This design comes from an exercise in tuning for small area, a short achievable clock period and few clock cycles per item on the open sky130 flow, not from production work. At most, simulation tests tie the RTL to the original design; equivalence was not proved. Function not checked in runs 3 and 4: the RTL went through the layout flow alone. No activity file was given, so power comes from the tool's default toggle rates.

==> design.v <==
`timescale 1ns / 1ps
package sfomd_pkg;
  localparam int unsigned FRAME_KEPT = 7;
  localparam int unsigned WRAP_SLOTS = 33;
  localparam logic [7:0]  END_BYTE   = 8'h80;
  localparam logic [1:0]  CFG_PWM_PERIOD    = 2'd0;
  localparam logic [1:0]  CFG_ROTATION_GAIN = 2'd1;
  localparam logic [1:0]  CFG_BRAKE_BELOW   = 2'd2;
  localparam logic [15:0] PWM_PERIOD_RST    = 16'd1473;
  localparam logic [2:0]  ROTATION_GAIN_RST = 3'd1;
  localparam logic [7:0]  BRAKE_BELOW_RST   = 8'd50;
endpackage
`timescale 1ns / 1ps
module sfomd_benc (
  input  logic [2:0] dg,
  input  logic       s,
  output logic [2:0] ctl
);
  logic one, two;
  assign one = dg[1] ^ dg[0];
  assign two = (dg == 3'b011) || (dg == 3'b100);
  assign ctl = {one, two, (dg[2] ^ s) && (one || two)};
endmodule
module sfomd_mul (
  input  logic [15:0] period,
  input  logic [2:0]  ctl0, ctl1, ctl2, ctl3,    
  input  logic        ph,
  input  logic [28:0] acc_s, acc_c,
  output logic [28:0] sum_s, sum_c
);
  logic [17:0] r0, r1, r2;
  logic [16:0] r3;
  logic        n0, n1, n2;
  assign n0 = ctl0[0];
  assign n1 = ctl1[0];
  assign n2 = ctl2[0];
  assign r0 = ((ctl0[2] ? {2'b00, period} : 18'd0) | (ctl0[1] ? {1'b0, period, 1'b0} : 18'd0)) ^ {18{n0}};
  assign r1 = ((ctl1[2] ? {2'b00, period} : 18'd0) | (ctl1[1] ? {1'b0, period, 1'b0} : 18'd0)) ^ {18{n1}};
  assign r2 = ((ctl2[2] ? {2'b00, period} : 18'd0) | (ctl2[1] ? {1'b0, period, 1'b0} : 18'd0)) ^ {18{n2}};
  assign r3 = (ctl3[2] ? {1'b0, period} : 17'd0) | (ctl3[1] ? {period, 1'b0} : 17'd0);
  logic [28:0] op0, op1, op2, op3, op4;
  assign op0 = {9'd0, ~r0[17], r0[17], r0[17], r0[16:0]};
  assign op1 = {8'd0, 1'b1, ~r1[17], r1[16:0], 1'b0, n0};
  assign op2 = {7'h7f, ~r2[17], r2[16:0], 1'b0, n1, 2'b00};
  assign op3 = ph ? {acc_s[22:0], 1'b0, n2, 4'b0000}
                  : {6'd0, r3, 1'b0, n2, 4'b0000};
  assign op4 = ph ? {acc_c[22:0], 6'd0} : 29'd0;
  logic [28:0] s1, c1, s2, c2;
  assign s1    = op0 ^ op1 ^ op2;
  assign c1    = {((op0 & op1) | (op0 & op2) | (op1 & op2)), 1'b0};
  assign s2    = s1 ^ c1 ^ op3;
  assign c2    = {((s1 & c1) | (s1 & op3) | (c1 & op3)), 1'b0};
  assign sum_s = s2 ^ c2 ^ op4;
  assign sum_c = {((s2 & c2) | (s2 & op4) | (c2 & op4)), 1'b0};
endmodule
module sfomd_duty
(
  input  logic [28:0] x,
  output logic [19:0] part    
);
  logic [7:0] a2, a1, a0;
  logic       sat;
  logic [8:0] u;
  logic [7:0] ts;
  logic [8:0] tc;
  logic       g71, p71, ge1, ge2;
  assign a2  = x[23:16];
  assign a1  = x[15:8];
  assign a0  = x[7:0];
  assign sat = (x[28:24] != '0) || (a2 == 8'hff);
  assign u   = {1'b0, a2} + {1'b0, a1};
  assign ts  = a2 ^ a1 ^ a0;
  assign tc  = {((a2 & a1) | (a2 & a0) | (a1 & a0)), 1'b0};
  always_comb begin
    g71 = 1'b0;
    p71 = 1'b1;
    for (int i = 1; i < 8; i++) begin
      g71 = (ts[i] & tc[i]) | ((ts[i] | tc[i]) & g71);
      p71 = p71 & (ts[i] | tc[i]);
    end
  end
  assign ge1  = tc[8] | g71 | (p71 & ts[0]);
  assign ge2  = tc[8] & (g71 | p71);
  assign part = {sat, ge2, ge1, a2, u};
endmodule
module sfomd_duty_fin
(
  input  logic [19:0] part,
  output logic [15:0] duty
);
  logic       sat, ge2, ge1;
  logic [7:0] a2, h;
  logic [8:0] u, l;
  assign {sat, ge2, ge1, a2, u} = part;
  assign l    = ge2 ? u + 9'd2 : (ge1 ? u + 9'd1 : u);
  assign h    = l[8] ? a2 + 8'd1 : a2;
  assign duty = sat ? 16'hffff : {h, l[7:0]};
endmodule
`timescale 1ns / 1ps
module serial_frame_to_omni_motor_drive
(
  input  logic                   clk,
  input  logic                   rst_n,
  input  logic                   in_valid,
  output logic                   in_ready,
  input  logic [7:0]             in_data,
  output logic                   out_valid,
  input  logic                   out_ready,
  output logic [1:0]             out_motor_index,
  output logic                   out_forward_pin,
  output logic                   out_reverse_pin,
  output logic [15:0]            out_duty,
  output logic                   out_status_led,
  output logic                   out_last,
  input  logic                   cfg_we,
  input  logic [1:0]             cfg_index,
  input  logic [15:0]            cfg_data
);
  logic [15:0] period_r;
  logic [2:0]  gain_r;
  logic [7:0]  brake_r;
  logic [7:0]  slot_r [sfomd_pkg::FRAME_KEPT];
  logic [5:0]  pos_r;
  logic [6:0]  pos_inc;
  logic        in_ready_r;
  logic        jp_r;
  logic        cap_v;
  logic [1:0]  mw_r;
  logic [7:0]  op_r, oth_r;
  logic signed [13:0] turn_r;
  logic        m_v, m_ph;
  logic signed [13:0] m_r;
  logic [2:0]  ctl_r [4];
  logic        acc_v;
  logic [28:0] acc_s, acc_c;
  logic        a_fwd, a_rev;
  logic        x_v, x_ph;
  logic [28:0] x_r;
  logic        x_fwd, x_rev;
  logic        out_valid_r;
  logic [1:0]  o_idx;
  logic        o_fwd, o_rev, o_led, o_last;
  logic [15:0] o_duty;
  logic accept, end_acc, out_free, deliver, do_d1, x_free, do_c, do_a, do_b;
  logic do_mix, mix_last, judge;
  logic jp_nxt, cap_v_nxt, cap_g_nxt, m_v_nxt, m_ph_nxt, jposs_nxt;
  logic [1:0] mw_nxt;
  assign accept   = in_valid && in_ready_r;
  assign end_acc  = accept && (in_data == sfomd_pkg::END_BYTE);
  assign out_free = !out_valid_r || out_ready;
  assign deliver  = x_v && x_ph && out_free;
  assign do_d1    = x_v && !x_ph;
  assign x_free   = !x_v || deliver;
  assign do_c     = acc_v && x_free;
  assign do_a     = m_v && !m_ph && (!acc_v || do_c);
  assign do_b     = m_v && m_ph;
  assign do_mix   = cap_v && (!m_v || do_b);
  assign mix_last = do_mix && (mw_r == 2'd3);
  assign judge    = jp_r && (!cap_v || mix_last);
  logic [6:0]  k0, k1, k2, k3, k4, k5, kk;
  logic [6:0]  ks1, kc1, ks2, kc2, ks3, kc3, ka, kb, kq, kg;
  logic        good;
  logic signed [10:0] s4;
  logic signed [13:0] turn;
  assign k0  = slot_r[0][6:0];
  assign k1  = slot_r[1][6:0];
  assign k2  = slot_r[2][6:0];
  assign k3  = slot_r[3][6:0];
  assign k4  = slot_r[4][6:0];
  assign k5  = slot_r[5][6:0];
  assign kk  = slot_r[6][6:0];
  assign ks1 = k0 ^ k1 ^ k2;
  assign kc1 = {((k0 & k1) | (k0 & k2) | (k1 & k2)), 1'b0};
  assign ks2 = k3 ^ k4 ^ k5;
  assign kc2 = {((k3 & k4) | (k3 & k5) | (k4 & k5)), 1'b0};
  assign ks3 = ks1 ^ kc1 ^ ks2;
  assign kc3 = {((ks1 & kc1) | (ks1 & ks2) | (kc1 & ks2)), 1'b0};
  assign ka  = ks3 ^ kc3 ^ kc2;
  assign kb  = {((ks3 & kc3) | (ks3 & kc2) | (kc3 & kc2)), 1'b0};
  assign kq  = ka ^ kb ^ kk;
  assign kg  = (ka & kb) | ((ka ^ kb) & ~kk);
  assign good = !slot_r[6][7] && !kq[0] && (kg[5:0] == kq[6:1]);
  assign s4   = $signed({1'b0, slot_r[4], 2'b00}) - 11'sd255;
  assign turn = $signed({1'b0, gain_r}) * s4;
  logic signed [10:0] sv;
  logic signed [13:0] v;
  assign sv = $signed({1'b0, op_r, 2'b00}) - 11'sd255;
  assign v  = mw_r[1] ? (turn_r - 14'(sv)) : (turn_r + 14'(sv));
  logic [14:0] vx_mix, vx_m;
  logic [2:0]  ctl_mix [4];
  logic [2:0]  ctl_lo [3];
  assign vx_mix = {v, 1'b0};
  assign vx_m   = {m_r, 1'b0};
  for (genvar k = 0; k < 4; k++) begin : g_enc_hi
    sfomd_benc u_enc (.dg(vx_mix[2*(k+3) +: 3]), .s(v[13]), .ctl(ctl_mix[k]));
  end
  for (genvar k = 0; k < 3; k++) begin : g_enc_lo
    sfomd_benc u_enc (.dg(vx_m[2*k +: 3]), .s(m_r[13]), .ctl(ctl_lo[k]));
  end
  logic [28:0] prod_s, prod_c;
  logic        brk;
  sfomd_mul u_mul (
    .period (period_r),
    .ctl0   (ctl_r[0]),
    .ctl1   (ctl_r[1]),
    .ctl2   (ctl_r[2]),
    .ctl3   (ctl_r[3]),
    .ph     (m_ph),
    .acc_s  (acc_s),
    .acc_c  (acc_c),
    .sum_s  (prod_s),
    .sum_c  (prod_c)
  );
  assign brk = m_r[13] ? ($signed(m_r) > -$signed({6'd0, brake_r}))
                       : ($signed(m_r) <  $signed({6'd0, brake_r}));
  logic [19:0] part;
  logic [15:0] duty;
  sfomd_duty u_duty (
    .x    (x_r),
    .part (part)
  );
  sfomd_duty_fin u_duty_fin (
    .part (x_r[19:0]),
    .duty (duty)
  );
  assign pos_inc   = {1'b0, pos_r} + 7'd1;
  assign jp_nxt    = end_acc || (jp_r && !judge);
  assign cap_v_nxt = judge ? good : (mix_last ? 1'b0 : cap_v);
  assign mw_nxt    = do_mix ? mw_r + 2'd1 : mw_r;
  assign m_v_nxt   = do_mix ? 1'b1 : (do_b ? 1'b0 : m_v);
  assign m_ph_nxt  = do_mix ? 1'b0 : (do_a ? 1'b1 : m_ph);
  assign cap_g_nxt = judge || (cap_v && !mix_last);
  assign jposs_nxt = !cap_g_nxt || ((mw_nxt == 2'd3) && (!m_v_nxt || m_ph_nxt));
  always_ff @(posedge clk) begin
    if (!rst_n) begin
      period_r    <= sfomd_pkg::PWM_PERIOD_RST;
      gain_r      <= sfomd_pkg::ROTATION_GAIN_RST;
      brake_r     <= sfomd_pkg::BRAKE_BELOW_RST;
      for (int i = 0; i < sfomd_pkg::FRAME_KEPT; i++) slot_r[i] <= '0;
      pos_r       <= '0;
      in_ready_r  <= 1'b1;
      jp_r        <= 1'b0;
      cap_v       <= 1'b0;
      mw_r        <= '0;
      m_v         <= 1'b0;
      m_ph        <= 1'b0;
      acc_v       <= 1'b0;
      x_v         <= 1'b0;
      x_ph        <= 1'b0;
      out_valid_r <= 1'b0;
      o_idx       <= 2'd3;
      o_led       <= 1'b0;
    end else begin
      if (cfg_we) begin
        case (cfg_index)
          sfomd_pkg::CFG_PWM_PERIOD:    period_r <= cfg_data;
          sfomd_pkg::CFG_ROTATION_GAIN: gain_r   <= cfg_data[2:0];
          sfomd_pkg::CFG_BRAKE_BELOW:   brake_r  <= cfg_data[7:0];
          default: ;
        endcase
      end
      if (accept) begin
        if (pos_r < 6'(sfomd_pkg::FRAME_KEPT)) slot_r[pos_r[2:0]] <= in_data;
        if (in_data == sfomd_pkg::END_BYTE || pos_inc >= 7'(sfomd_pkg::WRAP_SLOTS)) begin
          pos_r <= '0;
        end else begin
          pos_r <= pos_inc[5:0];
        end
      end
      jp_r       <= jp_nxt;
      in_ready_r <= !(jp_nxt && !jposs_nxt);
      cap_v      <= cap_v_nxt;
      mw_r       <= mw_nxt;
      m_v        <= m_v_nxt;
      m_ph       <= m_ph_nxt;
      if (do_b) begin
        acc_v <= 1'b1;
      end else if (do_c) begin
        acc_v <= 1'b0;
      end
      if (do_c) begin
        x_v  <= 1'b1;
        x_ph <= 1'b0;
      end else begin
        if (deliver) x_v <= 1'b0;
        if (do_d1)   x_ph <= 1'b1;
      end
      if (deliver) begin
        out_valid_r <= 1'b1;
        o_idx       <= o_idx + 2'd1;
        if (o_idx == 2'd3) o_led <= !o_led;
      end else if (out_ready) begin
        out_valid_r <= 1'b0;
      end
    end
  end
  always_ff @(posedge clk) begin
    if (judge) begin
      op_r   <= slot_r[2];
      oth_r  <= slot_r[3];
      turn_r <= turn;
    end else if (do_mix) begin
      op_r   <= oth_r;
      oth_r  <= op_r;
    end
    if (do_mix) begin
      m_r <= v;
      for (int k = 0; k < 4; k++) ctl_r[k] <= ctl_mix[k];
    end else if (do_a) begin
      for (int k = 0; k < 3; k++) ctl_r[k] <= ctl_lo[k];
      ctl_r[3] <= 3'b000;
    end
    if (do_a || do_b) begin
      acc_s <= prod_s;
      acc_c <= prod_c;
    end
    if (do_b) begin
      a_fwd <= brk || !m_r[13];
      a_rev <= brk || m_r[13];
    end
    if (do_c) begin
      x_r   <= acc_s + acc_c;
      x_fwd <= a_fwd;
      x_rev <= a_rev;
    end else if (do_d1) begin
      x_r[19:0] <= part;
    end
    if (deliver) begin
      o_fwd  <= x_fwd;
      o_rev  <= x_rev;
      o_duty <= duty;
      o_last <= (o_idx == 2'd2);
    end
  end
  assign in_ready        = in_ready_r;
  assign out_valid       = out_valid_r;
  assign out_motor_index = o_idx;
  assign out_forward_pin = o_fwd;
  assign out_reverse_pin = o_rev;
  assign out_duty        = o_duty;
  assign out_status_led  = o_led;
  assign out_last        = o_last;
endmodule
==> run.sh <==
#!/bin/bash
# synth_recipe.tcl (not shown) runs the flow's synth.tcl, then flattens the netlist and writes it again
# the make line also repeats each setting of config.mk as NAME=value (left out here)
make -C /OpenROAD-flow-scripts/flow DESIGN_CONFIG=/design/flow/config.mk WORK_HOME=/design/flow/orfs CLKGATE_MAP_FILE= SYNTH_SCRIPT=/design/flow/synth_recipe.tcl finish
==> config.mk <==
export PLATFORM = sky130hd
export DESIGN_NAME = serial_frame_to_omni_motor_drive
export DESIGN_NICKNAME = serial_frame_to_omni_motor_drive
export VERILOG_FILES = /design/flow/design.v
export SDC_FILE = /design/flow/constraint.sdc
export NUM_CORES = 4
export LEC_CHECK = 0
export CAP_MARGIN = 20
export CORE_MARGIN = 2
export CORE_UTILIZATION = 60
export CTS_BUF_LIST = sky130_fd_sc_hd__clkbuf_4 sky130_fd_sc_hd__clkbuf_8
export SETUP_SLACK_MARGIN = 3.5
export SLEW_MARGIN = 20
==> constraint.sdc <==
create_clock -name core_clock -period 7.0 [get_ports {clk}]
set_input_delay 1.4000 -clock core_clock [delete_from_list [all_inputs] [get_ports {clk}]]
set_output_delay 1.4000 -clock core_clock [all_outputs]
set_load 0.01 [all_outputs]
==> impl.org, run 1 <==
** Synthesis
- Number of synthesized flops with an enable pin :: 206
- Of the synthesized area, sequential elements account for 0.411.
- Async set or reset register ratio after synthesis :: 0
- For this run, the number of Yosys warnings is 6.
- Synthesized netlist net count :: 1942
- Top_reg_cell synth :: sky130_fd_sc_hd__edfxtp_1
- The mapped netlist covers 17700 um^2.
- Gate count of the mapped netlist :: 1690
- In this run, synthesis produced a sequential element count of 261.
- In this run, distinct cell masters in the synthesized netlist total 68.
- Post-Syn Area per Cell :: 10.5 um^2

** Timing
- Clock period minus final worst setup slack :: 3450 ps
- Transition time at the pin with the least slew margin :: 1090 ps
- Total negative setup slack :: 0 ps
- Measured against its own limit, the worst slew margin works out to 0.273.
- Number of failing setup endpoints in the final timing report :: 0
- In the finished design, the share of the clock period the worst path needs comes to 0.493.
- The number of hold-slack violations in the final timing report is 0.
- Setup repair after global routing could not meet its margin everywhere.
- The final number of max-transition violations is 0.
- Crit path setup slack, layout :: 3550 ps
- Peak Freq :: 290 MHz
- Layout Skew :: 36.2 ps

** GRT
- Total global-route track usage :: 0.254
- Global-route wire length before repair :: 62.7 mm
- Entering global routing, the biggest net connects 64 pins.
- Final global-route overflow total :: 0
- The number of antenna violations at the first check in global routing came to 0.
- The via count of the first global-routing pass is 12200.

** Flow run
- Across the run, the number of max-cap violations was 0.

** Drt
- The routed layout has 12200 vias.
- Residual antenna-violating net count after detailed routing :: 0
- In the routed layout, each cell is associated on average with a via count of 5.67.
- For this run, design rule violations remaining after detail routing come to 0.
- 1st-iter DRT viols :: 945
- Initial DRT Pass Iterations :: 7
- The final layout contains routed wiring with a total length of 38.2 mm.
- In the final routed layout, each cell accounts on average for 17.8 um.

** Floorplan
- Initial Utilization :: 0.613
- Height of the chip :: 176 um
- After floorplanning, the core was divided into 62 placement rows.
- The core region is 28900 um^2.
- Die width :: 176 um
- 55 I/O pins were placed.
- Die area :: 30900 um^2

** Finish
- Inserted Diodes :: 0
- The filler cells instantiated in the layout total 2285.
- In the final layout, the share of cells above drive strength 1 is 0.0872.
- Once layout is done, the placed cells without fillers occupy 19700 um^2.
- In the layout the commonest cells are sky130_fd_sc_hd__edfxtp_1 (206), sky130_fd_sc_hd__nand2_1 (183), sky130_fd_sc_hd__inv_1 (165).
- Relative area change from synthesis to final layout :: 11.2%
- Leaving out fill and tap cells, the most frequent cell in the layout is sky130_fd_sc_hd__edfxtp_1.
- # nets final :: 1980

** Pwr
- P per Cell Area :: 185 nW/um^2
- For this design the static power due to leakage is 7.88 nW.
- Across the VDD grid, the largest voltage drop is 0.179 mV.

** Clocking
- The tree built by TritonCTS fans out to 261 sinks.
- H-Tree Level Count :: 2
- Clock Latency Late Sink :: 580 ps
- The longest clock path from root to sink contains 3 buffers.
- CTS tree :: yes
- In this run, CTS created clock tree buffers numbering 46.
- After clock tree synthesis, the clock-pin slew on the worst setup and hold paths is 60 ps.
- CTS Hold Buffers Added :: 0
- Clock tree synthesis selected as its root buffer the cell sky130_fd_sc_hd__clkbuf_8.

** Critical path
- Critical Path Source Type :: flip-flop
- The worst register-to-register path has a depth of 12.
- CP arrival :: 3980 ps
- The worst setup path is captured at a flip-flop.
- The most critical setup path has its endpoint at cap_v$_SDFFE_PN0P_.
- Worst Path Required :: 7530 ps
- In this run the critical register-to-register path is launched from slot_r[4][2]$_SDFFCE_PN0P_.
- The critical path starts at slot_r[4][2]$_SDFFCE_PN0P_.
- Critical register-to-register path endpoint :: cap_v$_SDFFE_PN0P_
- Library cell appearing most often on the critical path :: sky130_fd_sc_hd__fa_1
- Of all nets on the critical path, the largest fanout is 3.
- The signal on the critical path passes through buf_6, fa_1, inv_2, fa_1, inv_2, fa_1, inv_1, fa_1, xnor2_1, nand4_1, nor4_2, o21a_1.
- Crit path largest cell delay :: 510 ps
- Setup slack on the worst reg-to-reg path comes out at 3550 ps.
- For this design, the slowest cell found on the critical path is sky130_fd_sc_hd__fa_1.
- Path type of the worst setup path :: flip-flop to flip-flop

** Placement
- Final weighted congestion of routability-driven global placement :: 0.843
- After legalization and detailed placement, the total HPWL measured 28.7 mm.
- Timing analysis after detailed placement gives a worst setup slack of 2660 ps.
- Buffers placed on the I/O ports in this run total 54.
- Summing all placed instances gives a cell area of 18500 um^2.

** Min path
- The tightest min-delay check is of the flip-flop to flip-flop type.

** Run status
- Result of the run :: complete, no violations
==> through the flow <==
step / hold slack (ps) / power [mW] / util / cells
floorplan: 400 / 2.02 / - / 1690
global placement: 408 / 2.11 / 0.639 / 2055
detailed placement: 410 / 2.12 / 0.639 / 2055
CTS: 423 / 3.67 / 0.678 / 2147
global route: 447 / 3.80 / 0.681 / 2150
finish: 420 / 3.65 / 0.681 / 2150
==> logic make-up after synthesis <==
family,after synthesis,synth area share
AO/OA/AOI/OAI,319,0.118
XOR/XNOR,150,0.0741
adder cells (fa/ha/maj),221,0.196
buffers and inverters,250,0.0531
flip-flops,261,0.411
multiplexers,31,0.0183
AND/OR/NAND/NOR,458,0.129
==> Yosys cell counts (20+ instances only) <==
library cell               count  area, um^2
sky130_fd_sc_hd__edfxtp_1    206        6190
sky130_fd_sc_hd__nand2_1     184         691
sky130_fd_sc_hd__inv_1       168         631
sky130_fd_sc_hd__ha_1        126        1580
sky130_fd_sc_hd__xnor2_1     113         990
sky130_fd_sc_hd__fa_1         95        1900
sky130_fd_sc_hd__o21ai_0      77         385
sky130_fd_sc_hd__clkbuf_1     73         274
sky130_fd_sc_hd__a22oi_1      65         488
sky130_fd_sc_hd__a21oi_1      59         295
sky130_fd_sc_hd__nor2_1       56         210
sky130_fd_sc_hd__dfxtp_1      55        1100
sky130_fd_sc_hd__and2_1       51         319
sky130_fd_sc_hd__nor2b_1      42         263
sky130_fd_sc_hd__xor2_1       37         324
sky130_fd_sc_hd__nand3_1      34         170
sky130_fd_sc_hd__a21boi_0     21         158
sky130_fd_sc_hd__a21o_1       20         150
==> sequential cells by signal, summed over array words and instances (netlist names), 11 cells and up <==
| name | count |
|---|---|
| slot_r | 53 |
| acc_s | 29 |
| x_r | 29 |
| acc_c | 25 |
| o_duty | 16 |
| period_r | 16 |
| m_r | 14 |
| turn_r | 14 |
| ctl_r | 11 |
==> critical path: cells and delay by family (launching register included) <==
| kind | cells | cell delay [ps] |
|---|---|---|
| AOI/OAI and AO/OA | 1 | 160 |
| xor gates and xnor gates | 1 | 120 |
| adders and majority gates | 4 | 1970 |
| buffers and inverters | 4 | 290 |
| DFF | 1 | 470 |
| and+or+nand+nor | 2 | 380 |
==> power breakdown <==
group          internal, mW  switching, mW
registers              1.69         0.0267
clock network         0.899          0.636
logic                 0.188          0.207
total                  2.78          0.870
==> per-layer routing <==
metal | share of wire | up-vias | routed length (um) | GRT usage
li1 | - | 5934 | - | -
met4 | 0.028 | 0 | 1060 | 0.0813
met5 | 0 | - | 0 | 0
met3 | 0.034 | 83 | 1300 | 0.0346
met2 | 0.52 | 266 | 19700 | 0.454
met1 | 0.42 | 5900 | 16100 | 0.320
==> timing repair <==
action | 4_1_cts | 5_1_grt
setup endpoints to repair | 38 | 34
buffers inserted | 6 | 2
cloned | 0 | 1
pin swaps | 6 | 16
gates resized for setup | 10 | 22
==> worst min path at each step <==
stage / cells past startpoint / slack [ps] / start / to
3_5_place_dp: 0 / 410 / a_fwd$_DFFE_PP_ / x_fwd$_DFFE_PP_
4_1_cts: 0 / 420 / a_fwd$_DFFE_PP_ / x_fwd$_DFFE_PP_
6_report: 0 / 420 / a_fwd$_DFFE_PP_ / x_fwd$_DFFE_PP_
3_3_place_gp: 0 / 410 / a_fwd$_DFFE_PP_ / x_fwd$_DFFE_PP_
5_1_grt: 0 / 450 / a_fwd$_DFFE_PP_ / x_fwd$_DFFE_PP_
2_1_floorplan: 0 / 400 / x_fwd$_DFFE_PP_ / o_fwd$_DFFE_PP_
==> final cells by class <==
type                       instances  area (um^2)  share of cell area
inverter                         171          647              0.0328
sequential                       261         7290               0.370
multi-input combinational       1179         9620               0.488
timing repair buffer              68          644              0.0327
timing repair inverter             1         5.00            0.000254
clock inverter                    11          124             0.00628
clock buffer                      75          907              0.0460
tap                              384          480              0.0244
Testbench counts, summed over its fixed seeds: cycles 3,184, frames 384.
==> run 2, diff against run 1 <==
--- a/config.mk
+++ b/config.mk
@@ -10,4 +10,4 @@
 export CORE_UTILIZATION = 60
 export CTS_BUF_LIST = sky130_fd_sc_hd__clkbuf_4 sky130_fd_sc_hd__clkbuf_8
-export SETUP_SLACK_MARGIN = 3.5
+export SETUP_SLACK_MARGIN = 4.2
 export SLEW_MARGIN = 20
==> run 2 against run 1 <==
Effect of this change:
- cell area increased by 9.6%
- still clean
- via count increased by 5.5%
- area after synthesis unchanged
==> impl.org, run 2 <==
** Critical path
- Critical register-to-register path endpoint :: cap_v$_SDFFE_PN0P_
- Worst Path Required :: 7470 ps (-60 ps)
- The maximum fanout along the worst path is 2 (-1).
- CP arrival :: 3890 ps (-90 ps)
- Startpoint of the worst register-to-register path :: slot_r[2][5]$_SDFFCE_PN0P_
- The worst setup path is launched from a flip-flop.
- Worst-case register-to-register setup slack :: 3580 ps (+30 ps)
- Path type of the worst setup path :: flip-flop to flip-flop
- Worst-case reg-to-reg path depth :: 11 (-1)
- In this run the worst setup path begins at slot_r[2][5]$_SDFFCE_PN0P_.
- CP Capture Type :: flip-flop

** Timing
- The setup-violating endpoint count in the final report was 0 (unchanged).
- Layout Skew :: 35.7 ps (-0.555 ps)
- Final hold violation count :: 0 (unchanged)
- Setup repair after global routing could not meet its margin everywhere.
- Post-route fraction of the period consumed by the critical path :: 0.489 (-0.00410)
- Peak Freq :: 292 MHz (+0.84%)
- The setup slack of the critical path after layout is 3580 ps (+28.7 ps).
- Final-report max-slew violation count :: 0 (unchanged)
- The minimum clock period was 3420 ps (-28.7 ps).
- The slew at the pin with the worst max-slew slack was 1170 ps (+75.2 ps).
- Max_slew headroom :: 0.222 (-0.0510)
- The accumulated negative setup slack was 0 ps (unchanged).
- The post-route worst hold slack came to 419 ps (-1.25 ps).

** Clocking
- The maximum level of the CTS H-tree was 2 (unchanged).
- Clock Latency Late Sink :: 590 ps (about the same)
- Maximum root-to-sink buffer count :: 3 (unchanged)
- The cell sitting at the root of the clock tree is a sky130_fd_sc_hd__clkbuf_8.
- CTS Hold Buffers Added :: 0 (unchanged)
- Clock transition at the register clock pins on the worst setup and hold paths after CTS :: 50 ps (about the same)
- Sinks on Clock Net :: 261 (unchanged)
- The TritonCTS buffer count is 46 (unchanged).
- CTS tree :: yes

** Synthesis
- Post-Syn Area per Cell :: 10.5 um^2 (unchanged)
- Portion of the post-synthesis area used by sequential elements :: 0.411 (unchanged)
- The cell area after synthesis was 17700 um^2 (unchanged).
- Synthesized netlist net count :: 1942 (unchanged)
- The top-area cell type share of the netlist area is 0.349 (unchanged).
- Gate count of the mapped netlist :: 1690 (unchanged)
- By area the synthesized netlist is led by sky130_fd_sc_hd__edfxtp_1 (35%), sky130_fd_sc_hd__fa_1 (11%), sky130_fd_sc_hd__ha_1 (8.9%), sky130_fd_sc_hd__dfxtp_1 (6.2%), sky130_fd_sc_hd__xnor2_1 (5.6%).
- In the post-synthesis netlist, the cell with the most instances is sky130_fd_sc_hd__edfxtp_1.
- Library cell with the largest summed area after synthesis :: sky130_fd_sc_hd__edfxtp_1
- Number of synthesized flops with an enable pin :: 206 (unchanged)
- The share of flip-flops with an asynchronous set or reset is 0 (unchanged).
- For this run, the leading register cell type out of synthesis is sky130_fd_sc_hd__edfxtp_1.
- In the synthesized netlist, the cells that appear most often are sky130_fd_sc_hd__edfxtp_1 (206), sky130_fd_sc_hd__nand2_1 (184), sky130_fd_sc_hd__inv_1 (168).
- The post-synthesis cell type count is 68 (unchanged).
- Count of synthesis-stage warnings from yosys :: 6 (unchanged)
- The number of synthesized register bits is 261 (unchanged).

** Floorplan
- The boundary pin count came to 55 (unchanged).
- Initial Utilization :: 0.613 (unchanged)
- The floorplan die width is 176 um (unchanged).
- The number of standard-cell rows in the floorplan came to 62 (unchanged).
- CORE AREA :: 28900 um^2 (unchanged)
- The height of the die came to 176 um (unchanged).
- Die area :: 30900 um^2 (unchanged)

** GRT
- Final global-route overflow total :: 0 (unchanged)
- Top Usage Layer GRT :: met2
- The met2 track demand over resource came to 0.486 (+0.0326).
- The first-pass GRT wire length is 65.3 mm (+4.1%).
- Maximum number of pins on one net before global-route repair :: 64 (unchanged)
- The number of antenna violations at the first check in global routing is 0 (unchanged).
- The fraction of met1 tracks used by global routing was 0.324 (+0.00417).
- The via count of the first global-routing pass came to 12800 (+4.9%).
- Total global-route track usage :: 0.265 (+0.0114)
- The global routing usage on met3 is 0.0318 (-0.00281).

** Placement
- Final weighted congestion of routability-driven global placement :: 0.854 (+1.3%)
- The total placed cells including tap cells came to 2053 (-0.097%).
- The sum of net half-perimeters after detailed placement is 28.7 mm (-0.15%).
- The placed standard-cell area came to 18700 um^2 (+0.83%).
- IO Port Bufs :: 54 (unchanged)
- The worst slack at placement was 3080 ps (+416 ps).

** Finish
- The layout cell share with drive strength beyond 1 was 0.210 (+0.123).
- Largest registers in the final layout :: slot_r: 53 flops, acc_s: 29 flops, x_r: 29 flops
- Design area :: 21600 um^2 (+9.6%)
- Max reg flops :: 53 (unchanged)
- Final core utilization :: 0.747 (+0.0656)
- Sequential cell area in the final layout :: 7300 um^2 (+0.14%)
- Most flops, register :: slot_r
- The fill cell instance count of the final layout is 1981 (-13%).
- From synthesis to final layout, the design area changed by 21.9%.
- The count of nets after finishing came to 2080 (+5.1%).
- Most common library cell in the layout ignoring fill and taps :: sky130_fd_sc_hd__edfxtp_1
- Inserted Diodes :: 0 (unchanged)
- Post-route insts no fill :: 2247 (+4.5%)
- The multi-input combinational cell area came to 10600 um^2 (+10%).
- The library cells used most frequently in the layout, excluding fill and tap cells, are sky130_fd_sc_hd__edfxtp_1 (206), sky130_fd_sc_hd__nand2_1 (172), sky130_fd_sc_hd__inv_1 (151).

** Drt
- Initial DRT Pass Iterations :: 6 (-1)
- Avg WL per Cell :: 18.7 um (+5.4%)
- Total Wirelength :: 42.1 mm (+10%)
- The number of vias after detailed routing was 12900 (+5.5%).
- Residual antenna-violating net count after detailed routing :: 0 (unchanged)
- The number of remaining DRC errors was 0 (unchanged).
- 1st-iter DRT viols :: 842 (-11%)
- The via-per-instance ratio is 5.72 (+0.96%).

** Min path
- Endpoint with the worst hold slack :: x_fwd$_DFFE_PP_
- The startpoint identified for the worst hold timing path is a_fwd$_DFFE_PP_.
- Hold crit path type :: flip-flop to flip-flop
- The number of cells on the worst hold path was 0 (unchanged).

** Pwr
- Leakage power :: 8.58 nW (+8.8%)
- The maximum vdd ir drop was 0.181 mV (+0.92%).
- The power per cell area is 168 nW/um^2 (-9.4%).
- The total power is 3.62 mW (-0.67%).

** Run status
- The flow ran to the end and the layout has no timing, DRC or antenna violations.

** Flow run
- The count of max-cap constraint violations came to 0 (unchanged).
run 2: repair_timing:
action | CTS | global route
cloned | 3 | 1
pin swaps | 55 | 91
resized for setup | 116 | 127
endpoints found under the setup margin | 230 | 144
setup buffers | 74 | 33
run 2: area by class of cell:
| type | count | area share |
|---|---|---|
| timing repair inverter | 1 | 0.000347 |
| clock inverter | 25 | 0.0106 |
| multi-input combinational | 1180 | 0.490 |
| sequential | 261 | 0.338 |
| clock buffer | 58 | 0.0346 |
| timing repair buffer | 167 | 0.0741 |
| tap | 384 | 0.0222 |
| inverter | 171 | 0.0304 |
run 2: worst max path at each step:
| stage | depth (start not counted) | end |
|---|---|---|
| floorplan | 11 | cap_v$_SDFFE_PN0P_ |
| global placement | 7 | slot_r[2][0]$_SDFFCE_PN0P_ |
| detailed placement | 9 | x_r[17]$_DFFE_PP_ |
| CTS | 11 | cap_v$_SDFFE_PN0P_ |
| global route | 11 | cap_v$_SDFFE_PN0P_ |
| finish | 11 | cap_v$_SDFFE_PN0P_ |
run 2: cells by family after synthesis:
kind of cell / share of synthesized area
AND/OR/NAND/NOR: 0.129
AO/OA/AOI/OAI: 0.118
flip-flops: 0.411
buffers and inverters: 0.0531
adder cells (fa/ha/maj): 0.196
XOR/XNOR: 0.0741
multiplexers: 0.0183
run 2: critical path, stage by stage, from the launching register on:
cell	delay, ps
sky130_fd_sc_hd__edfxtp_1	420
sky130_fd_sc_hd__fa_1	510
sky130_fd_sc_hd__fa_1	520
sky130_fd_sc_hd__inv_1	50
sky130_fd_sc_hd__fa_1	480
sky130_fd_sc_hd__fa_2	380
sky130_fd_sc_hd__xnor2_2	150
sky130_fd_sc_hd__xnor2_1	130
sky130_fd_sc_hd__xnor2_1	140
sky130_fd_sc_hd__xnor2_1	260
sky130_fd_sc_hd__nor4_2	80
sky130_fd_sc_hd__o21a_1	180
run 2: report_power, final:
group | switching [mW] | internal (mW)
sequential | 0.0284 | 1.69
combinational | 0.207 | 0.191
clock | 0.651 | 0.855
total | 0.886 | 2.74
run 2: metal layers:
layer | up-vias | routed length [um]
met4 | 0 | 1340
met3 | 107 | 1390
met5 | - | 0
met2 | 284 | 22300
li1 | 6146 | -
met1 | 6318 | 17100
==> run 3, diff against run 2 <==
--- a/design.v
+++ b/design.v
@@ -123,9 +123,11 @@
   logic [5:0]  pos_r;
   logic [6:0]  pos_inc;
+  logic [6:0]  wsel_r;      
+  logic [6:0]  sa_r, sb_r;  
   logic        in_ready_r;
   logic        jp_r;
   logic        cap_v;
   logic [1:0]  mw_r;
-  logic [7:0]  op_r, oth_r;
+  logic signed [10:0] op_r, oth_r;
   logic signed [13:0] turn_r;
   logic        m_v, m_ph;
@@ -158,16 +160,13 @@
   assign mix_last = do_mix && (mw_r == 2'd3);
   assign judge    = jp_r && (!cap_v || mix_last);
-  logic [6:0]  k0, k1, k2, k3, k4, k5, kk;
-  logic [6:0]  ks1, kc1, ks2, kc2, ks3, kc3, ka, kb, kq, kg;
+  logic [6:0]  k0, k1, k2, k3, k4, k5;
+  logic [6:0]  ks1, kc1, ks2, kc2, ks3, kc3, ka, kb, sm;
   logic        good;
-  logic signed [10:0] s4;
-  logic signed [13:0] turn;
-  assign k0  = slot_r[0][6:0];
-  assign k1  = slot_r[1][6:0];
-  assign k2  = slot_r[2][6:0];
-  assign k3  = slot_r[3][6:0];
-  assign k4  = slot_r[4][6:0];
-  assign k5  = slot_r[5][6:0];
-  assign kk  = slot_r[6][6:0];
+  assign k0  = wsel_r[0] ? 7'd0 : slot_r[0][6:0];
+  assign k1  = wsel_r[1] ? 7'd0 : slot_r[1][6:0];
+  assign k2  = wsel_r[2] ? 7'd0 : slot_r[2][6:0];
+  assign k3  = wsel_r[3] ? 7'd0 : slot_r[3][6:0];
+  assign k4  = wsel_r[4] ? 7'd0 : slot_r[4][6:0];
+  assign k5  = wsel_r[5] ? 7'd0 : slot_r[5][6:0];
   assign ks1 = k0 ^ k1 ^ k2;
   assign kc1 = {((k0 & k1) | (k0 & k2) | (k1 & k2)), 1'b0};
@@ -178,13 +177,24 @@
   assign ka  = ks3 ^ kc3 ^ kc2;
   assign kb  = {((ks3 & kc3) | (ks3 & kc2) | (kc3 & kc2)), 1'b0};
-  assign kq  = ka ^ kb ^ kk;
-  assign kg  = (ka & kb) | ((ka ^ kb) & ~kk);
-  assign good = !slot_r[6][7] && !kq[0] && (kg[5:0] == kq[6:1]);
-  assign s4   = $signed({1'b0, slot_r[4], 2'b00}) - 11'sd255;
-  assign turn = $signed({1'b0, gain_r}) * s4;
-  logic signed [10:0] sv;
+  assign sm  = sa_r + sb_r;
+  assign good = !slot_r[6][7] && (sm == slot_r[6][6:0]);
+  logic signed [10:0] s4, s4n;
+  logic signed [13:0] trow1, trow0, turn;
+  logic [1:0]  td1;
+  logic signed [2:0] td0;
+  assign s4    = {3'({1'b0, slot_r[4][7:6]} - 3'd1), slot_r[4][5:0], 2'b01};
+  assign s4n   = {3'({1'b0, ~slot_r[4][7:6]} - 3'd3), ~slot_r[4][5:0], 2'b11};
+  assign td1   = {1'b0, gain_r[2]} + {1'b0, gain_r[1]};
+  assign td0   = $signed({2'b00, gain_r[0]}) - $signed({1'b0, gain_r[1], 1'b0});
+  assign trow1 = (td1 == 2'd2) ? 14'(s4) <<< 3 : (td1 == 2'd1) ? 14'(s4) <<< 2 : 14'sd0;
+  assign trow0 = (td0 == 3'sd1)  ? 14'(s4)
+               : (td0 == -3'sd1) ? 14'(s4n)
+               : (td0 == -3'sd2) ? 14'(s4n) <<< 1 : 14'sd0;
+  assign turn  = trow1 + trow0;
+  logic signed [10:0] s2, s3;
   logic signed [13:0] v;
-  assign sv = $signed({1'b0, op_r, 2'b00}) - 11'sd255;
-  assign v  = mw_r[1] ? (turn_r - 14'(sv)) : (turn_r + 14'(sv));
+  assign s2 = {3'({1'b0, slot_r[2][7:6]} - 3'd1), slot_r[2][5:0], 2'b01};
+  assign s3 = {3'({1'b0, slot_r[3][7:6]} - 3'd1), slot_r[3][5:0], 2'b01};
+  assign v  = turn_r + 14'(op_r);
   logic [14:0] vx_mix, vx_m;
   logic [2:0]  ctl_mix [4];
@@ -237,6 +247,6 @@
       gain_r      <= sfomd_pkg::ROTATION_GAIN_RST;
       brake_r     <= sfomd_pkg::BRAKE_BELOW_RST;
-      for (int i = 0; i < sfomd_pkg::FRAME_KEPT; i++) slot_r[i] <= '0;
       pos_r       <= '0;
+      wsel_r      <= 7'd1;
       in_ready_r  <= 1'b1;
       jp_r        <= 1'b0;
@@ -261,9 +271,10 @@
       end
       if (accept) begin
-        if (pos_r < 6'(sfomd_pkg::FRAME_KEPT)) slot_r[pos_r[2:0]] <= in_data;
         if (in_data == sfomd_pkg::END_BYTE || pos_inc >= 7'(sfomd_pkg::WRAP_SLOTS)) begin
-          pos_r <= '0;
+          pos_r  <= '0;
+          wsel_r <= 7'd1;
         end else begin
-          pos_r <= pos_inc[5:0];
+          pos_r  <= pos_inc[5:0];
+          wsel_r <= {wsel_r[5:0], 1'b0};
         end
       end
@@ -296,11 +307,20 @@
   end
   always_ff @(posedge clk) begin
+    for (int j = 0; j < sfomd_pkg::FRAME_KEPT; j++) begin
+      if (!rst_n || (accept && wsel_r[j])) slot_r[j] <= rst_n ? in_data : 8'd0;
+    end
+  end
+  always_ff @(posedge clk) begin
+    if (accept) begin
+      sa_r <= ka;
+      sb_r <= kb;
+    end
     if (judge) begin
-      op_r   <= slot_r[2];
-      oth_r  <= slot_r[3];
+      op_r   <= s2;
+      oth_r  <= s3;
       turn_r <= turn;
     end else if (do_mix) begin
       op_r   <= oth_r;
-      oth_r  <= op_r;
+      oth_r  <= -op_r;
     end
     if (do_mix) begin
--- a/config.mk
+++ b/config.mk
@@ -8,6 +8,6 @@
 export CAP_MARGIN = 20
 export CORE_MARGIN = 2
-export CORE_UTILIZATION = 60
+export CORE_UTILIZATION = 40
 export CTS_BUF_LIST = sky130_fd_sc_hd__clkbuf_4 sky130_fd_sc_hd__clkbuf_8
-export SETUP_SLACK_MARGIN = 4.2
+export SETUP_SLACK_MARGIN = 3.0
 export SLEW_MARGIN = 20
==> run 3 against run 2 <==
Effect of this change:
- power up 13%
- routed wire length shrank 3.2%
- combinational power increased by 6.5%
- largest power group unchanged
==> impl.org, run 3 <==
** Run status
- The run finished with no timing, DRC or antenna violations.

** Synthesis
- Share of the synthesized area in the top cell type :: 0.373 (+0.0241)
- Async set or reset register ratio after synthesis :: 0 (unchanged)
- sky130_fd_sc_hd__edfxtp_1 is the most common cell in the netlist.
- The post-synthesis cell type count is 75 (+10%).
- Number of synthesized flops with an enable pin :: 228 (+11%)
- sky130_fd_sc_hd__edfxtp_1 takes more of the synthesized area than any other cell.
- Netlist area before placement :: 18400 um^2 (+3.5%)
- Top cells by area, synth :: sky130_fd_sc_hd__edfxtp_1 (37%), sky130_fd_sc_hd__fa_1 (9.2%), sky130_fd_sc_hd__ha_1 (8.2%), sky130_fd_sc_hd__dfxtp_1 (6.3%), sky130_fd_sc_hd__xnor2_1 (5.7%)
- In the synthesized netlist, the cells that appear most often are sky130_fd_sc_hd__edfxtp_1 (228), sky130_fd_sc_hd__nand2_1 (222), sky130_fd_sc_hd__inv_1 (127).
- The share of the yosys chip area belonging to registers is 0.436 (+0.0253).
- Post-Syn Area per Cell :: 10.6 um^2 (+0.84%)
- The number of synthesized register bits is 286 (+9.6%).
- Gate count of the mapped netlist :: 1735 (+2.7%)
- Top_reg_cell synth :: sky130_fd_sc_hd__edfxtp_1
- The synthesized netlist net count came to 1971 (+1.5%).
- The total of warnings raised by yosys came to 8 (+2).

** Floorplan
- CORE AREA :: 45400 um^2 (+57%)
- The floorplan die width is 218 um (+24%).
- The boundary pin count came to 55 (unchanged).
- Height of the chip :: 218 um (+24%)
- The overall die area is 47600 um^2 (+54%).
- The initial standard-cell utilization of the core came to 0.404 (-0.208).
- The number of standard-cell rows in the floorplan came to 78 (+26%).

** Clocking
- Clock transition at the register clock pins on the worst setup and hold paths after CTS :: 60 ps (about the same)
- The TritonCTS buffer count is 51 (+11%).
- The total number of clock tree sinks is 286 (+9.6%).
- Root Buffer :: sky130_fd_sc_hd__clkbuf_8
- Clock Latency Late Sink :: 640 ps (+50 ps)
- The maximum level of the CTS H-tree is 2 (unchanged).
- Maximum root-to-sink buffer count :: 3 (unchanged)
- CTS tree :: yes

** Pwr
- Gate power share :: 0.104 (-0.006)
- Worst IR Drop VDD :: 0.119 mV (-34%)
- The total power was 4.09 mW (+13%).
- Fraction of power consumed by the clock network :: 0.420 (+0.004)
- The switching power was 1.00 mW (+13%).
- P per Cell Area :: 200 nW/um^2 (+19%)
- The power share of the sequential group is 0.476 (+0.002).
- Int Power :: 3.09 mW (+13%)
- The proportion of total power due to net switching came to 0.245 (about the same).
- The leakage power figure is 8.03 nW (-6.3%).

** Finish
- The library cell used most frequently in the layout, excluding fill and tap cells, is sky130_fd_sc_hd__edfxtp_1.
- Final core utilization :: 0.452 (-0.295)
- Most flops, register :: slot_r
- Largest registers in the final layout :: slot_r: 53 flops, acc_s: 29 flops, x_r: 29 flops
- The layout cell share with drive strength beyond 1 was 0.0704 (-0.139).
- # nets final :: 1998 (-3.9%)
- The number of diodes added for antenna fixing came to 0 (unchanged).
- Compared with the post-synthesis result, the final layout area differs by 11.6%.
- The flip-flop count of the largest register, all copies and words added came to 53 (unchanged).
- In the layout the commonest cells are sky130_fd_sc_hd__edfxtp_1 (228), sky130_fd_sc_hd__nand2_1 (221), sky130_fd_sc_hd__inv_1 (126).
- Filler instances :: 4225 (+110%)
- The non-filler instance count after layout is 2403 (+6.9%).

** Timing
- Clock period minus final worst setup slack :: 3650 ps (+227 ps)
- Layout Skew :: 35.0 ps (-0.712 ps)
- Post-route fraction of the period consumed by the critical path :: 0.521 (+0.0324)
- The final number of max-transition violations is 0 (unchanged).
- The setup slack of the critical path after layout is 3350 ps (-227 ps).
- The setup-violating endpoint count in the final report came to 0 (unchanged).
- The number of hold-slack violations in the final timing report came to 0 (unchanged).
- Unrepaired setup endpoints after global routing :: false
- The accumulated negative setup slack was 0 ps (unchanged).
- Peak Freq :: 274 MHz (-6.2%)
- The slew at the pin with the worst max-slew slack came to 953 ps (-213 ps).
- The max-slew headroom at the worst pin is 0.362 (+0.140).

** Drt
- The number of remaining DRC errors was 0 (unchanged).
- The length of the first detailed-routing pass in iterations is 5 (-1).
- The count of antenna-violating nets left after detailed routing came to 0 (unchanged).
- The number of vias after detailed routing is 12400 (-3.3%).
- 1st-iter DRT viols :: 741 (-12%)
- The wire length per cell is 16.9 um (-9.5%).
- Total Wirelength :: 40.7 mm (-3.2%)
- The via-per-instance ratio was 5.18 (-9.5%).

** Placement
- The sum of net half-perimeters after detailed placement was 30.1 mm (+4.9%).
- The total of buffers placed on input and output ports is 54 (unchanged).
- Post-Place Worst Slack :: 2590 ps (-487 ps)
- Final weighted congestion of routability-driven global placement :: 0.846 (-1.0%)
- The total placed cells including tap cells is 2308 (+12%).

** GRT
- Final global-route overflow total :: 0 (unchanged)
- Maximum number of pins on one net before global-route repair :: 70 (+9.4%)
- The aggregate global-route resource usage is 0.175 (-0.0906).
- Initial antenna violation count :: 2 (+2)
- Global-route wire length before repair :: 66.2 mm (+1.3%)
- The via count of the first global-routing pass was 12700 (-0.87%).

** Critical path
- Path type of the worst setup path :: flip-flop to flip-flop
- STA classifies the critical path startpoint as a flip-flop.
- CP Capture Type :: flip-flop
- CP arrival :: 4010 ps (+120 ps)
- Worst Path Max Fanout :: 23 (+21)
- The required time of the critical path was 7360 ps (-110 ps).

** Min path
- Hold crit path type :: flip-flop to flip-flop

** Flow run
- The count of max-cap constraint violations was 0 (unchanged).
run 3: cell types whose count changed in the layout (fill, tap and decap cells not counted), sizes merged, moves of 24 or more:
cell,change
dlygate4sd2,-25
buf,-103
inv,-41
and2,-24
clkdlybuf4s50,+25
nand2,+38
run 3: layer usage:
layer | vias up | share of wire | global-route usage
met2 | 229 | 0.51 | 0.315
li1 | 6102 | - | -
met4 | 2 | 0.024 | 0.0506
met5 | - | 0.00044 | 0
met3 | 68 | 0.040 | 0.0349
met1 | 6035 | 0.43 | 0.210
run 3: per-stage QoR:
stage / hold slack, ps / cell area [um^2]
3_5_place_dp: 409 / 19300
3_3_place_gp: 404 / 19300
5_1_grt: 438 / 20500
6_report: 418 / 20500
4_1_cts: 424 / 20500
2_1_floorplan: 400 / 18400
run 3: critical path: stages (launching register included):
cell and delay [ps]:
sky130_fd_sc_hd__dfxtp_1 880, sky130_fd_sc_hd__ha_1 700, sky130_fd_sc_hd__nor2_1 120, sky130_fd_sc_hd__ha_1 360
sky130_fd_sc_hd__a21o_1 180, sky130_fd_sc_hd__a21oi_1 210, sky130_fd_sc_hd__o21bai_1 90, sky130_fd_sc_hd__a21oi_1 230
sky130_fd_sc_hd__o21ai_0 170, sky130_fd_sc_hd__a21o_1 210, sky130_fd_sc_hd__a21oi_1 170, sky130_fd_sc_hd__xnor2_1 80
run 3: logic make-up after synthesis:
logic type | Yosys count | share of synthesized area
compound gates | 360 | 0.132
buf+inv | 218 | 0.0456
fa+ha+maj | 208 | 0.176
flops | 286 | 0.436
simple gates | 490 | 0.127
xor+xnor | 157 | 0.0749
mux | 16 | 0.00886
run 3: cell type report:
type / count / area (um^2) / area share
Inverter: 130 / 488 / 0.0238
Clock inverter: 27 / 270 / 0.0132
Tap cell: 600 / 751 / 0.0366
Multi-Input combinational cell: 1231 / 9520 / 0.464
Clock buffer: 67 / 847 / 0.0413
Timing Repair Buffer: 62 / 616 / 0.0300
Sequential cell: 286 / 8010 / 0.391
run 3: final timing paths:
check | cells past startpoint | slack [ps] | from | to
min reg2reg | 0 | 420 | a_fwd$_DFFE_PP_ | x_fwd$_DFFE_PP_
max reg2reg | 11 | 3350 | gain_r[1]$_SDFFE_PN0P_ | turn_r[12]$_DFFE_PP_
min | 0 | 420 | a_fwd$_DFFE_PP_ | x_fwd$_DFFE_PP_
max | 11 | 3350 | gain_r[1]$_SDFFE_PN0P_ | turn_r[12]$_DFFE_PP_
run 3: power groups by stage:
| stage | registers, mW | clock network, mW | logic, mW |
|---|---|---|---|
| after floorplan | 1.96 | 0 | 0.327 |
| after global placement | 1.98 | 0 | 0.417 |
| after detailed placement | 1.98 | 0 | 0.427 |
| after CTS | 1.95 | 1.76 | 0.430 |
| after global routing | 1.95 | 1.84 | 0.489 |
| final | 1.95 | 1.72 | 0.424 |
run 3: what timing repair did:
action,in CTS,in global routing
gates resized for setup,0,1
endpoints found under the setup margin,0,1
hold buffers,0,0
buffers inserted,0,0
==> run 4, diff against run 3 <==
--- a/config.mk
+++ b/config.mk
@@ -10,4 +10,4 @@
 export CORE_UTILIZATION = 40
 export CTS_BUF_LIST = sky130_fd_sc_hd__clkbuf_4 sky130_fd_sc_hd__clkbuf_8
-export SETUP_SLACK_MARGIN = 3.0
+export SETUP_SLACK_MARGIN = 3.5
 export SLEW_MARGIN = 20
==> run 4 against run 3 <==
Effect of this change:
- count of clock-buffer cells in the layout up 4
- register-to-register slack improved by 280 ps
- synthesized cell count unchanged
==> impl.org, run 4 <==
** Run status
- The flow ran to the end and the layout has no timing, DRC or antenna violations.

** GRT
- The aggregate global-route resource usage is 0.175 (+0.000573).
- Final global-route overflow total :: 0 (unchanged)
- The pin count of the biggest net entering global routing is 70 (unchanged).
- Via count of the first global-routing pass :: 12800 (+0.80%)
- Global-route wire length before repair :: 66.7 mm (+0.82%)
- The number of antenna violations at the first check in global routing was 0 (-2).

** Synthesis
- Top_reg_cell synth :: sky130_fd_sc_hd__edfxtp_1
- Yosys instantiated no cell more often than sky130_fd_sc_hd__edfxtp_1.
- Proportion of synthesized area in mux cells :: 0.00886 (unchanged)
- The post-synthesis cell count came to 1735 (unchanged).
- The share of flip-flops with an asynchronous set or reset is 0 (unchanged).
- The fraction of synthesized cell area in xor and xnor cells was 0.0749 (unchanged).
- Of all cell types, the one taking the most synthesized area is sky130_fd_sc_hd__edfxtp_1.
- The count of flip-flops with a built-in enable after synthesis was 228 (unchanged).
- The cell area after synthesis was 18400 um^2 (unchanged).
- The total of warnings raised by yosys came to 8 (unchanged).
- Dominant combinational cell family by area after synthesis :: adder cells
- Top cells by area, synth :: sky130_fd_sc_hd__edfxtp_1 (37%), sky130_fd_sc_hd__fa_1 (9.2%), sky130_fd_sc_hd__ha_1 (8.2%), sky130_fd_sc_hd__dfxtp_1 (6.3%), sky130_fd_sc_hd__xnor2_1 (5.7%)
- Post-Synth Adder-Cell Area :: 0.176 (unchanged)
- The synthesized netlist net count came to 1971 (unchanged).
- Top cells by instance count after synthesis :: sky130_fd_sc_hd__edfxtp_1 (228), sky130_fd_sc_hd__nand2_1 (222), sky130_fd_sc_hd__inv_1 (127)
- Post-synth cell types :: 75 (unchanged)
- The synthesized-area fraction occupied by ao, oa, aoi and oai cells was 0.132 (unchanged).
- Share of the synthesized area in the top cell type :: 0.373 (unchanged)
- The share of the yosys chip area belonging to registers came to 0.436 (unchanged).
- The number of synthesized register bits was 286 (unchanged).
- The synthesized area per cell came to 10.6 um^2 (unchanged).
- Share of synthesized cell area in and, or, nand and nor gates :: 0.127 (unchanged)

** Placement
- The worst slack at placement came to 2630 ps (+37.8 ps).
- Placed cell areas :: 19300 um^2 (unchanged)
- The final estimated routing congestion in global placement came to 0.848 (+0.28%).
- Half-perimeter wire length after placement :: 29.9 mm (-0.73%)
- IO Port Bufs :: 54 (unchanged)

** Floorplan
- Initial Utilization :: 0.404 (unchanged)
- The height of the die was 218 um (unchanged).
- Number of top-level pins :: 55 (unchanged)
- The overall die area came to 47600 um^2 (unchanged).
- The number of standard-cell rows in the floorplan came to 78 (unchanged).
- The area inside the core boundary was 45400 um^2 (unchanged).
- Die width :: 218 um (unchanged)

** Clocking
- The root buffer cell chosen for the clock tree is sky130_fd_sc_hd__clkbuf_8.
- The clock slew at the register clock pins of the worst setup and hold paths is 60 ps (about the same).
- The number of buffers on the longest clock path was 3 (unchanged).
- TritonCTS built the clock tree.
- Total clock buffers created by CTS :: 50 (-2.0%)
- The total number of clock tree sinks came to 286 (unchanged).
- CTS Hold Buffers Added :: 0 (unchanged)
- Clock Latency Late Sink :: 660 ps (+20 ps)
- H-Tree Level Count :: 2 (unchanged)

** Finish
- The number of diodes added for antenna fixing was 0 (unchanged).
- Max reg flops :: 53 (unchanged)
- Leaving out fill and tap cells, the most frequent cell in the layout is sky130_fd_sc_hd__edfxtp_1.
- Share of post-route cells with drive strength above 1 :: 0.0771 (+0.00661)
- Design area :: 20600 um^2 (+0.31%)
- Leading cell types in the layout, fill and taps excluded :: sky130_fd_sc_hd__edfxtp_1 (228), sky130_fd_sc_hd__nand2_1 (221), sky130_fd_sc_hd__inv_1 (125)
- Compared with the post-synthesis result, the final layout area differs by 12.0%.
- In the final layout, the registers with the most flip-flops are slot_r: 53 flops, acc_s: 29 flops, x_r: 29 flops.
- Most flops, register :: slot_r
- Filler instances :: 4216 (-0.21%)
- The count of nets after finishing was 1998 (unchanged).

** Timing
- Number of failing setup endpoints in the final timing report :: 0 (unchanged)
- Final-report max-slew violation count :: 0 (unchanged)
- The accumulated negative setup slack is 0 ps (unchanged).
- Max_slew headroom :: 0.371 (+0.00834)
- The slew at the pin with the worst max-slew slack came to 942 ps (-11.3 ps).
- Crit path setup slack, layout :: 3630 ps (+279 ps)
- Setup repair after global routing could not meet its margin everywhere.
- Clock period minus final worst setup slack :: 3370 ps (-279 ps)
- Final hold violation count :: 0 (unchanged)
- Post-route fraction of the period consumed by the critical path :: 0.481 (-0.0398)
- The setup skew after layout is 44.1 ps (+9.17 ps).
- Peak Freq :: 297 MHz (+8.3%)

** Critical path
- Top Family by Delay on Critical Path :: adder cells
- Critical Path Source Type :: flip-flop
- Worst Path Max Fanout :: 13 (-43%)
- The slowest stage of the critical path is the sky130_fd_sc_hd__edfxtp_1 cell.
- Worst-case reg-to-reg path depth :: 6 (-5)
- Path type of the worst setup path :: flip-flop to flip-flop
- Worst Path Required :: 7360 ps (about the same)
- Counting stages on the worst path, the most repeated cell is sky130_fd_sc_hd__fa_1.
- Crit path largest cell delay :: 850 ps (-30 ps)
- The number of stages on the worst setup path is 6 (-5).
- Number of buffer and inverter stages on the critical path :: 2 (+2)
- CP arrival :: 3730 ps (-280 ps)
- The worst setup slack for register-to-register paths is 3630 ps (+280 ps).
- Cells along the critical path :: clkinv_2, xnor2_1, fa_1, inv_1, fa_1, fa_1
- The worst setup path is captured at a flip-flop.

** Min path
- The number of cells on the worst hold path is 0 (unchanged).
- Hold crit path type :: flip-flop to flip-flop

** Pwr
- The leakage power figure is 8.04 nW (about the same).
- The power per cell area came to 202 nW/um^2 (+1.1%).
- The maximum vdd ir drop is 0.110 mV (-7.0%).

** Drt
- DRC Markers :: 0 (unchanged)
- The number of DRC markers after the initial detailed-route iteration was 753 (+1.6%).
- Via total after detailed routing :: 12500 (+0.17%)
- The wire length per cell came to 16.9 um (-0.13%).
- Detailed-route vias per instance :: 5.18 (+0.13%)
- The length of the first detailed-routing pass in iterations came to 7 (+2).
- Residual antenna-violating net count after detailed routing :: 0 (unchanged)
- Total Wirelength :: 40.7 mm (about the same)

** Flow run
- Max-capacitance violation count :: 0 (unchanged)
==> run 4: cell counts after synthesis <==
Identical to the previous run, type by type.
==> run 4: cells by family after synthesis <==
kind of cell             after synthesis
flip-flops                           286
multiplexers                          16
AO/OA/AOI/OAI                        360
buffers and inverters                218
adder cells (fa/ha/maj)              208
XOR/XNOR                             157
AND/OR/NAND/NOR                      490
==> run 4: final timing paths <==
| path | from | endpoint |
|---|---|---|
| setup / recovery | ctl_r[0][0]$_DFFE_PP_ | acc_s[9]$_DFFE_PP_ |
| hold / removal | x_rev$_DFFE_PP_ | o_rev$_DFFE_PP_ |
| setup reg to reg | ctl_r[0][0]$_DFFE_PP_ | acc_s[9]$_DFFE_PP_ |
| hold reg to reg | x_rev$_DFFE_PP_ | o_rev$_DFFE_PP_ |
==> run 4: final cells by class <==
class | count | area [um^2] | share of cell area
multi-input cells | 1231 | 9540 | 0.464
flip-flops and latches | 286 | 8010 | 0.390
clock buffers | 71 | 877 | 0.0427
well taps | 600 | 751 | 0.0365
repair buffers | 62 | 596 | 0.0290
inverters | 130 | 493 | 0.0240
clock inverters | 23 | 287 | 0.0139
repair inverters | 1 | 5.00 | 0.000243
==> run 4: timing repair <==
item,in CTS,in global routing
cloned,0,1
endpoints found under the hold margin,0,0
gates resized for setup,3,8
setup endpoints to repair,6,5
setup buffers,0,1
pin swaps,0,1
==> run 4: metal layers <==
layer  up-vias  GRT usage  part of all wire
li1       6114          -                 -
met1      6069      0.214              0.43
met2       209      0.315              0.51
met3        65     0.0252             0.035
met4         0     0.0610             0.024
met5         -          0                 0
==> run 4: stage by stage <==
| stage | hold slack, ps | instances | utilization | total power, mW |
|---|---|---|---|---|
| 3_3_place_gp | 403 | 2308 | 0.426 | 2.40 |
| 2_1_floorplan | 400 | 1735 | - | 2.28 |
| 5_1_grt | 439 | 2404 | 0.453 | 4.34 |
| 6_report | 418 | 2404 | 0.453 | 4.15 |
| 3_5_place_dp | 405 | 2308 | 0.426 | 2.42 |
| 4_1_cts | 420 | 2402 | 0.452 | 4.21 |
==> run 4: where the power goes <==
part           switching (mW)  internal [mW]  leakage (nW)
registers              0.0411           1.91          2.60
logic                   0.228          0.204          4.83
clock network           0.729           1.04         0.609
==> run 5, diff against run 4 <==
--- a/design.v
+++ b/design.v
@@ -150,5 +150,5 @@
   assign accept   = in_valid && in_ready_r;
   assign end_acc  = accept && (in_data == sfomd_pkg::END_BYTE);
-  assign out_free = !out_valid_r || out_ready;
+  assign out_free = !out_valid_r;
   assign deliver  = x_v && x_ph && out_free;
   assign do_d1    = x_v && !x_ph;
@@ -200,4 +200,6 @@
   logic [2:0]  ctl_mix [4];
   logic [2:0]  ctl_lo [3];
+  logic [2:0]  ctl_hi [4];
+  logic [2:0]  ctl_nxt [4];
   assign vx_mix = {v, 1'b0};
   assign vx_m   = {m_r, 1'b0};
@@ -208,6 +210,16 @@
     sfomd_benc u_enc (.dg(vx_m[2*k +: 3]), .s(m_r[13]), .ctl(ctl_lo[k]));
   end
+  for (genvar k = 0; k < 4; k++) begin : g_enc_hold
+    sfomd_benc u_enc (.dg(vx_m[2*(k+3) +: 3]), .s(m_r[13]), .ctl(ctl_hi[k]));
+  end
+  always_comb begin
+    for (int k = 0; k < 4; k++) begin
+      if (do_mix)        ctl_nxt[k] = ctl_mix[k];
+      else if (m_ph_nxt) ctl_nxt[k] = (k < 3) ? ctl_lo[k] : 3'b000;
+      else               ctl_nxt[k] = ctl_hi[k];
+    end
+  end
   logic [28:0] prod_s, prod_c;
-  logic        brk;
+  logic        brk, brk_r;
   sfomd_mul u_mul (
     .period (period_r),
@@ -326,9 +338,7 @@
     if (do_mix) begin
       m_r <= v;
-      for (int k = 0; k < 4; k++) ctl_r[k] <= ctl_mix[k];
-    end else if (do_a) begin
-      for (int k = 0; k < 3; k++) ctl_r[k] <= ctl_lo[k];
-      ctl_r[3] <= 3'b000;
     end
+    for (int k = 0; k < 4; k++) ctl_r[k] <= ctl_nxt[k];
+    if (do_a) brk_r <= brk;
     if (do_a || do_b) begin
       acc_s <= prod_s;
@@ -336,6 +346,6 @@
     end
     if (do_b) begin
-      a_fwd <= brk || !m_r[13];
-      a_rev <= brk || m_r[13];
+      a_fwd <= brk_r || !m_r[13];
+      a_rev <= brk_r || m_r[13];
     end
     if (do_c) begin
--- a/config.mk
+++ b/config.mk
@@ -10,4 +10,4 @@
 export CORE_UTILIZATION = 40
 export CTS_BUF_LIST = sky130_fd_sc_hd__clkbuf_4 sky130_fd_sc_hd__clkbuf_8
-export SETUP_SLACK_MARGIN = 3.5
+export SETUP_SLACK_MARGIN = 3.0
 export SLEW_MARGIN = 20
==> run 5 against run 4 <==
Effect of this change:
- power down 5.1%
- setup slack got worse by 270 ps
- first-iteration DRC count increased by 12%
- largest cell class unchanged
==> impl.org, run 5 <==
** Finish
- Most flops, register :: slot_r
- Final core utilization :: 0.452 (-0.000622)
- Share of post-route cells with drive strength above 1 :: 0.0686 (-0.00840)
- Area used by multi-input combinational logic :: 9810 um^2 (+2.9%)
- Filler instances :: 4250 (+0.81%)
- Largest registers in the final layout :: slot_r: 53 flops, acc_s: 29 flops, x_r: 29 flops

** Synthesis
- Synthesized netlist net count :: 2028 (+2.9%)
- The fraction of synthesized cell area in xor and xnor cells is 0.0759 (+0.00103).
- Count of synthesis-stage warnings from yosys :: 11 (+3)
- Most frequent cell after synthesis :: sky130_fd_sc_hd__nand2_1
- Number of synthesized flops with an enable pin :: 218 (-4.4%)
- The share of synthesized cell area in and, or, nand and nor gates came to 0.129 (+0.00232).
- Portion of the post-synthesis area used by sequential elements :: 0.427 (-0.00931)
- Gate count of the mapped netlist :: 1785 (+2.9%)
- The synthesized-area fraction occupied by ao, oa, aoi and oai cells was 0.133 (+0.000984).
- The arithmetic-cell share of the synthesized area counting full adders, half adders and majority gates is 0.178 (+0.00216).

** Clocking
- CTS tree :: yes
- Total clock buffers created by CTS :: 51 (+2.0%)
- The post-cts sizing count is 0 (-3).
- The clock insertion delay at the later pin of the skew report was 620 ps (-40 ps).
- The number of buffers on the longest clock path is 3 (unchanged).
- CTS Hold Buffers Added :: 0 (unchanged)

** Timing
- The number of hold-slack violations in the final timing report is 0 (unchanged).
- The setup skew after layout was 33.9 ps (-10.2 ps).
- Number of failing setup endpoints in the final timing report :: 0 (unchanged)
- The highest attainable clock frequency was 275 MHz (-7.5%).
- Setup repair after global routing left no endpoint under its margin.

** Critical path
- The worst register-to-register path begins at gain_r[1]$_SDFFE_PN0P_.
- Path type of the worst setup path :: flip-flop to flip-flop
- CP Capture Type :: flip-flop
- Worst Path Max Fanout :: 23 (+10)

** Drt
- The length of the first detailed-routing pass in iterations is 5 (-2).
- Residual antenna-violating net count after detailed routing :: 0 (unchanged)
- Detailed-route vias per instance :: 5.22 (+0.65%)

** Pwr
- The maximum vdd ir drop is 0.138 mV (+25%).

** GRT
- The pin count of the biggest net entering global routing is 71 (+1.4%).
- Total global-route track usage :: 0.176 (+0.000547)
- Global-route wire length before repair :: 66.9 mm (+0.25%)
- The via count of the first global-routing pass came to 12700 (-0.69%).
- The number of antenna violations at the first check in global routing is 0 (unchanged).
- The remaining global-route overflow is 0 (unchanged).

** Placement
- Final weighted congestion of routability-driven global placement :: 0.858 (+1.1%)
- IO Port Bufs :: 54 (unchanged)

** Floorplan
- The height of the die is 219 um (+0.57%).
- Initial Utilization :: 0.407 (+0.00293)
- The boundary pin count is 55 (unchanged).

** Min path
- In this run the most critical hold path is launched from x_rev$_DFFE_PP_.

** Run status
- Result of the run :: complete, no violations

** Flow run
- Max-capacitance violation count :: 0 (unchanged)
==> run 5: worst max path at each step <==
stage                                       from                      to  slack, ps  cells after the start
after floorplan           gain_r[1]$_SDFFE_PN0P_    turn_r[12]$_DFFE_PP_       3800                     13
after global placement                  in_valid  slot_r[4][7]$_DFFE_PP_       3370                      5
after detailed placement                in_valid  slot_r[6][3]$_DFFE_PP_       3310                      5
after CTS                 gain_r[1]$_SDFFE_PN0P_    turn_r[12]$_DFFE_PP_       3390                     11
after global routing      gain_r[1]$_SDFFE_PN0P_    turn_r[12]$_DFFE_PP_       3110                     11
final                     gain_r[1]$_SDFFE_PN0P_    turn_r[12]$_DFFE_PP_       3360                     11
==> run 5: area by class of cell <==
type | count | area share
multi-input combinational | 1276 | 0.476
sequential | 287 | 0.384
clock buffer | 74 | 0.0448
tap | 600 | 0.0364
timing repair buffer | 64 | 0.0296
inverter | 131 | 0.0238
clock inverter | 18 | 0.00498
==> run 5: critical path: stages, from the launching register on <==
cell and delay [ps]:
sky130_fd_sc_hd__dfxtp_1 860, sky130_fd_sc_hd__ha_1 700, sky130_fd_sc_hd__nor2_1 120, sky130_fd_sc_hd__ha_1 360, sky130_fd_sc_hd__a21o_1 190, sky130_fd_sc_hd__a21oi_1 230
sky130_fd_sc_hd__o21bai_1 90, sky130_fd_sc_hd__a21oi_1 210, sky130_fd_sc_hd__o21ai_0 160, sky130_fd_sc_hd__a21o_1 200, sky130_fd_sc_hd__a21oi_1 180, sky130_fd_sc_hd__xnor2_1 80
==> run 5: power breakdown <==
part | internal [mW] | switching [mW]
Combinational | 0.193 | 0.219
Clock | 0.880 | 0.704
Sequential | 1.90 | 0.0416
Total | 2.97 | 0.964
==> run 5: stage by stage <==
stage                     setup slack (ps)  hold slack [ps]  instances  instance area (um^2)  total power [mW]
final                                 3360              431       2450                 20600              3.94
after global routing                  3110              438       2450                 20600              4.11
after CTS                             3390              426       2450                 20600              3.98
after detailed placement              3310              413       2358                 19600              2.39
after global placement                3370              409       2358                 19600              2.38
after floorplan                       3800              400       1785                 18600              2.27
==> run 5: routing by layer <==
metal  share of wire  track usage
met3           0.038       0.0261
met1            0.45        0.224
met2            0.48        0.303
met4           0.027       0.0644
met5               0            0
==> run 5: kinds of logic after synthesis <==
kind of cell	count (synthesis)
flip-flops	287
buffers and inverters	222
multiplexers	22
XOR/XNOR	158
AO/OA/AOI/OAI	383
adder cells (fa/ha/maj)	214
AND/OR/NAND/NOR	499
Testbench counts of run 5, summed over its fixed seeds: cycles 3,184, frames 384.

-- afterwards: timing with drivers on the ports --
The results above use ideal ports. As a check the final layouts listed here were re-extracted and re-timed, cells and wires unchanged.
Step 1, drivers: a clkbuf_16 drives clk and a buf_2 each remaining input, both assumed.
Step 2 also shifts input and output timing later by t, the mid clock arrival at the registers, as if the neighbouring blocks saw the same clock.
Slacks: ideal ports / drivers / drivers and shift; pairs: ideal ports / drivers.
run | shift t [ns] | slack for setup (ns)
run 1 | 0.613 | 3.551 / 3.551 / 3.047
run 2 | 0.617 | 3.580 / 3.580 / 3.580
run 3 | 0.668 | 3.353 / 3.353 / 3.038
run 4 | 0.686 | 3.631 / 3.631 / 3.132
run 5 | 0.661 | 3.357 / 3.357 / 3.283
After both steps every run listed still meets setup and hold.
